What follows belongs to an exercise in optimizing a design on an open flow for small area and a short achievable clock period; a production flow would make more cautious choices. At most, simulation tests tie the RTL to the original design; equivalence was not proved. The clock input has no modelled driver; a real chip could not lean on it and would need a root buffer or a full tree. Power figures rest on the tool's default switching activity, not on a simulated workload.

## data_memory_responder
module data_memory_responder #(
    parameter int DEPTH_LOG2 = 6,
    parameter int LATENCY    = 2
) (
    input  logic        clk,
    input  logic        reset,
    input  logic        req,
    input  logic        we,
    input  logic [31:0] addr,
    input  logic [31:0] wdata,
    output logic        ready,
    output logic [31:0] rdata,
    output logic        err,
    output logic        busy
);
export LEC_CHECK = 0
export CAP_MARGIN = 20
export CORE_MARGIN = 2
export CORE_UTILIZATION = 63
export PLACE_DENSITY = 0.72
export SETUP_SLACK_MARGIN = 2.6
export SLEW_MARGIN = 20
create_clock -name core_clock -period 4.5 [get_ports {clk}]
standard.sh (not shown) runs the stock make flow with config.mk's settings and CLKGATE_MAP_FILE= SYNTH_SCRIPT=/design/flow/synth_recipe.tcl, a recipe that flattens the netlist after the stock synthesis.
==> flow/flow/run.sh <==
#!/bin/bash
# Layout flow: the standard ORFS flow (standard.sh), with the clock tree
# built by flow/pre_cts.tcl (a two-level balanced tree) instead of TritonCTS.
# The whole make/ORFS output goes to standard_flow.log in the work folder;
# ORFS also keeps each step's own log under orfs/logs/.
set -euo pipefail
export PRE_CTS_TCL="$PWD/flow/pre_cts.tcl"
bash standard.sh > standard_flow.log 2>&1
==> flow/flow/pre_cts.tcl <==
# Hook run by ORFS's cts.tcl before clock tree synthesis (PRE_CTS_TCL).
# Builds a balanced two-level clock tree instead of TritonCTS's: the clock
# port feeds 4 root buffers (buf_16), each root feeds 32 leaf buffers
# (clkbuf_8) and each leaf a compact cluster of about 17 flip-flops. The
# flow's own clock_tree_synthesis call is then replaced by one that only
# marks the clocks as propagated.
source [file join [file dirname [info script]] my_tree.tcl]
mt_build clk 4 32 sky130_fd_sc_hd__clkbuf_8 sky130_fd_sc_hd__buf_16
global_connect
rename clock_tree_synthesis orfs_clock_tree_synthesis_unused
proc clock_tree_synthesis {args} {
  puts "clock tree built by flow/pre_cts.tcl; TritonCTS not run"
  set_propagated_clock [all_clocks]
}
Other scripts of this flow, unchanged in this note and not shown: flow/flow/my_tree.tcl
The first run finished clean.
Edit:
--- a/flow/config.mk
+++ b/flow/config.mk
@@ -8,6 +8,5 @@
 export CAP_MARGIN = 20
 export CORE_MARGIN = 2
-export CORE_UTILIZATION = 63
-export PLACE_DENSITY = 0.72
+export CORE_UTILIZATION = 60
 export SETUP_SLACK_MARGIN = 2.6
 export SLEW_MARGIN = 20
Area after synthesis stays the same.
Total power hardly moves.
Worst hold slack improved by 0.0064 ns.
Wire length rose slightly.
Edit:
--- a/flow/config.mk
+++ b/flow/config.mk
@@ -8,5 +8,6 @@
 export CAP_MARGIN = 20
 export CORE_MARGIN = 2
-export CORE_UTILIZATION = 60
-export SETUP_SLACK_MARGIN = 2.6
+export CORE_UTILIZATION = 63
+export PLACE_DENSITY = 0.68
+export SETUP_SLACK_MARGIN = 2.65
 export SLEW_MARGIN = 20
Effect: The new run ran to the end with no violations; register-to-register slack is better by 0.05 ns; maximum frequency drops by 0.67%; hold slack barely changes; setup slack is worse by 0.013 ns; total power is about the same; routed wire length drops by 1.3%; utilization climbs by 3.7 points; design area climbs by 0.39%; die area drops by 4.7%; via count climbs by 1.4%.
Edit:
--- a/flow/config.mk
+++ b/flow/config.mk
@@ -6,8 +6,8 @@
 export NUM_CORES = 4
 export LEC_CHECK = 0
+export ABC_AREA = 1
 export CAP_MARGIN = 20
 export CORE_MARGIN = 2
 export CORE_UTILIZATION = 63
-export PLACE_DENSITY = 0.68
 export SETUP_SLACK_MARGIN = 2.65
 export SLEW_MARGIN = 20
Result: Sequential power goes up by about 8%; setup slack gains 0.014 ns; maximum frequency goes up by 0.70%; power goes up by 6.8%; wire length goes down by 0.32%; cell area goes up by 0.62%; critical path depth does not change.
Edit:
==> flow/flow/pre_cts.tcl (replaced) <==
# Hook run by ORFS's cts.tcl before clock tree synthesis (PRE_CTS_TCL).
# Builds a balanced two-level clock tree instead of TritonCTS's: the clock
# port feeds 4 root buffers (buf_16), each root feeds 28 leaf buffers
# (clkbuf_8) and each leaf a compact cluster of about 19 flip-flops. The
# flow's own clock_tree_synthesis call is then replaced by one that only
# marks the clocks as propagated.
source [file join [file dirname [info script]] my_tree.tcl]
mt_build clk 4 28 sky130_fd_sc_hd__clkbuf_8 sky130_fd_sc_hd__buf_16
global_connect
rename clock_tree_synthesis orfs_clock_tree_synthesis_unused
proc clock_tree_synthesis {args} {
  puts "clock tree built by flow/pre_cts.tcl; TritonCTS not run"
  set_propagated_clock [all_clocks]
}
--- a/flow/config.mk
+++ b/flow/config.mk
@@ -6,8 +6,7 @@
 export NUM_CORES = 4
 export LEC_CHECK = 0
-export ABC_AREA = 1
 export CAP_MARGIN = 20
 export CORE_MARGIN = 2
-export CORE_UTILIZATION = 63
-export SETUP_SLACK_MARGIN = 2.65
+export CORE_UTILIZATION = 60
+export SETUP_SLACK_MARGIN = 2.6
 export SLEW_MARGIN = 20
The new run ran to the end with no violations.
Utilization drops by 3.2 points.
Die area climbs by 3.3%.
Worst setup slack got worse by 0.0062 ns.
Critical path depth stays the same.
Power drops by 7.5%.
Global-route usage hardly moves.
Synthesized area drops by about 1.6%.
Final cell count drops by about 9%.
Wire length climbs by about 1.4%.
Combinational power drops by 21%.
Edit:
==> flow/flow/pre_cts.tcl (replaced) <==
# Hook run by ORFS's cts.tcl before clock tree synthesis (PRE_CTS_TCL).
# Builds a balanced two-level clock tree instead of TritonCTS's: the clock
# port feeds 4 root buffers (buf_16), each root feeds 32 leaf buffers
# (clkbuf_8) and each leaf a compact cluster of about 17 flip-flops. The
# flow's own clock_tree_synthesis call is then replaced by one that only
# marks the clocks as propagated.
source [file join [file dirname [info script]] my_tree.tcl]
mt_build clk 4 32 sky130_fd_sc_hd__clkbuf_8 sky130_fd_sc_hd__buf_16
global_connect
rename clock_tree_synthesis orfs_clock_tree_synthesis_unused
proc clock_tree_synthesis {args} {
  puts "clock tree built by flow/pre_cts.tcl; TritonCTS not run"
  set_propagated_clock [all_clocks]
}
--- a/flow/config.mk
+++ b/flow/config.mk
@@ -7,6 +7,8 @@
 export LEC_CHECK = 0
 export CAP_MARGIN = 20
+export CELL_PAD_IN_SITES_DETAIL_PLACEMENT = 0
+export CELL_PAD_IN_SITES_GLOBAL_PLACEMENT = 0
 export CORE_MARGIN = 2
-export CORE_UTILIZATION = 60
-export SETUP_SLACK_MARGIN = 2.6
+export CORE_UTILIZATION = 63
+export SETUP_SLACK_MARGIN = 2.65
 export SLEW_MARGIN = 20
The changed run passed the timing, DRC and antenna checks.
Clock skew drops by 0.025 ns.
Power climbs slightly.
Setup slack gets better by 0.014 ns.
Register-to-register slack gets better by 0.05 ns.
Cell count drops slightly.
Global-route usage climbs by 0.99 points.
Core utilization climbs by 4.0 points.
Via count hardly moves.
Clock power climbs by a few percent.
Routed wire length drops slightly.
Die area drops by a few percent.
In every run of this note, the design's own scripts or RTL, not TritonCTS, make the clock network.


data_memory_responder again, from the RTL that the note above started with.
==> flow/config.mk <==
export PLATFORM = sky130hd
export DESIGN_NAME = data_memory_responder
export DESIGN_NICKNAME = data_memory_responder
export VERILOG_FILES = /design/flow/design.v
export SDC_FILE = /design/flow/constraint.sdc
export NUM_CORES = 4
export LEC_CHECK = 0
export CAP_MARGIN = 20
export CORE_MARGIN = 2
export CORE_UTILIZATION = 70
export SETUP_SLACK_MARGIN = 2.6
export SLEW_MARGIN = 20
==> flow/constraint.sdc <==
create_clock -name core_clock -period 4.5 [get_ports {clk}]
set_input_delay 0.9000 -clock core_clock [delete_from_list [all_inputs] [get_ports {clk}]]
set_output_delay 0.9000 -clock core_clock [all_outputs]
set_load 0.01 [all_outputs]
Scripts as last shown in full above: flow/flow/run.sh
Other scripts of this flow, unchanged in this note and not shown: flow/flow/my_tree.tcl, flow/flow/pre_cts.tcl
Edit:
CORE_UTILIZATION = 63   (was 70)
SETUP_SLACK_MARGIN = 2.65   (was 2.6)
Result:
- The changed run went through all stages and came out clean
- hold slack barely changes
- first-iteration DRC count rises by 5.3%
- routed wire length rises by 2.0%
- fmax falls by 1.1%
- total power is about the same
- final area rises by 0.68%
- sequential share of layout area falls by 0.50 points
- synthesized area stays the same
No run of this note takes its clock network from TritonCTS; it comes from the design's own scripts or RTL.


data_memory_responder, a different RTL version from the one above (not shown whole).
Size in the first run: ~3,700 cells after synthesis, ~2,200 flip-flops, about 100 I/O pins, roughly 56,000 um2 of cells after synthesis.
## data_memory_responder
module data_memory_responder #(
    parameter int DEPTH_LOG2 = 6,
    parameter int LATENCY    = 2
) (
    input  logic        clk,
    input  logic        reset,
    input  logic        req,
    input  logic        we,
    input  logic [31:0] addr,
    input  logic [31:0] wdata,
    output logic        ready,
    output logic [31:0] rdata,
    output logic        err,
    output logic        busy
);
Settings: LEC_CHECK=0, CAP_MARGIN=20, CORE_MARGIN=2, CORE_UTILIZATION=60, CTS_CLUSTER_DIAMETER=80, CTS_CLUSTER_SIZE=30, SETUP_SLACK_MARGIN=2.3, SLEW_MARGIN=20; clock period 4.5 ns.
run.sh (not shown) runs the stock make flow with config.mk's settings and CLKGATE_MAP_FILE= SYNTH_SCRIPT=/design/flow/synth_recipe.tcl, a recipe that flattens the netlist after the stock synthesis.
Stock flow here: none of the scripts above is used.
Edit:
SETUP_SLACK_MARGIN = 2.5   (was 2.3)
Clock power decreases by about 0.8%.
Sequential power is about the same.
Setup slack is better by 0.10 ns.


v32:
data_memory_responder, a different RTL version from the one above (not shown whole).
For scale: about 3800 cells after synthesis, ~100 I/O pins.
Settings: LEC_CHECK=0, CAP_MARGIN=20, CORE_MARGIN=2, CORE_UTILIZATION=60, SETUP_SLACK_MARGIN=2.7, SLEW_MARGIN=20; clock period 4.5 ns.
standard.sh (not shown) runs the stock make flow with config.mk's settings and CLKGATE_MAP_FILE= SYNTH_SCRIPT=/design/flow/synth_recipe.tcl, a recipe that flattens the netlist after the stock synthesis.
Scripts as last shown in full above: flow/flow/run.sh
Other scripts of this flow, unchanged in this note and not shown: flow/flow/my_tree.tcl, flow/flow/pre_cts.tcl
--- input diff v32..v4 ---
Settings: SETUP_SLACK_MARGIN now 2.55, was 2.7; CORE_UTILIZATION now 66, was 60.
[summary]
Compared with v32, v4 shows number of instances in the placed design that has gone down by a few percent.
Compared with v32, in v4 overall routed net length shrank by about 5.6%, post-route minimum period grew by 0.021 ns, placed standard-cell area shrank by about 0.5%.
v4 vs. v32: critical path data arrival time has increased; slack of the critical path went down by 0.021 ns; critical-path maximum fanout +15; worst hold slack grew by 0.10 ns.
Between v32 and v4, the flow reports floorplan row count decreasing by a few percent.
## Diff of input files: v49 against v4
Settings: CORE_UTILIZATION changed from 66 to 60; SETUP_SLACK_MARGIN changed from 2.55 to 2.5.
==> run summary <==
Across v4 and v49, the outcome is the same: a clean finish for every run.
v4 → v49: count of vias placed by the detailed router moved down, met3 routing resource usage after global routing moved down, initial antenna violation count moved down, net load switching power moved up.
The post-placement cell area on v49 is in line with that on v4.
Compared with v4, in v49 final critical path time including I/O delays and setup climbed 0.047 ns; final cell count climbed 2.1%.
No run of this note included a check of the RTL's function; only the layout flow was run. No run of this note takes its clock network from TritonCTS; it comes from the design's own scripts or RTL.

separate check: timing with driven ports:
In the flow no input, the clock included, has a driving cell. The finished layouts below were timed again as built, in two steps.
Step 1, drivers: a clkbuf_16 drives clk and a buf_2 each remaining input, both assumed.
Step 2 times the ports against the registers' clock, not the clock port: input delays grow and output delays shrink by t, the midpoint of the rising clock arrivals with the driver on.
Three values: ideal ports, drivers, drivers and shift; two values: the first two.
run | t (ns) | slack for setup (ns) | worst hold slack (ns) | worst setup path after step 2 | cell pins on the clock port's net
the first run of note 1 | 0.678 | 2.563 / 2.398 / 2.016 | 0.315 / 0.261 / 0.316 | input to register | 4
the second run of note 1 | 0.682 | 2.551 / 2.382 / 2.057 | 0.322 / 0.221 / 0.322 | input to register | 4
the third run of note 1 | 0.676 | 2.538 / 2.373 / 2.042 | 0.320 / 0.235 / 0.320 | input to register | 4
the fourth run of note 1 | 0.678 | 2.551 / 2.390 / 2.118 | 0.324 / 0.245 / 0.324 | input to register | 4
the fifth run of note 1 | 0.672 | 2.545 / 2.378 / 2.062 | 0.322 / 0.226 / 0.322 | input to register | 4
the sixth run of note 1 | 0.679 | 2.560 / 2.392 / 1.999 | 0.326 / 0.244 / 0.326 | input to register | 4
the first run of note 2 | 0.668 | 2.580 / 2.414 / 2.019 | 0.324 / 0.257 / 0.324 | input to register | 4
the second run of note 2 | 0.679 | 2.560 / 2.392 / 1.999 | 0.326 / 0.244 / 0.326 | input to register | 4
the first run of note 3 | 0.764 | 2.267 / 2.267 / 1.601 | 0.326 / 0.326 / 0.326 | input to register | 1
the second run of note 3 | 0.766 | 2.366 / 2.290 / 1.751 | 0.087 / 0.032 / 0.323 | input to register | 1
v32 | 0.680 | 2.525 / 2.359 / 2.299 | 0.197 / 0.053 / 0.325 | input to register | 4
v4 | 0.678 | 2.503 / 2.351 / 2.073 | 0.299 / 0.161 / 0.324 | input to register | 4
v49 | 0.686 | 2.456 / 2.361 / 1.943 | 0.320 / 0.197 / 0.320 | input to register | 4
After both steps setup and hold are still met in every run listed. The setup slack of the first run of note 3, which loses most, moves by 0.000 ns with the drivers and by -0.666 ns with both steps.
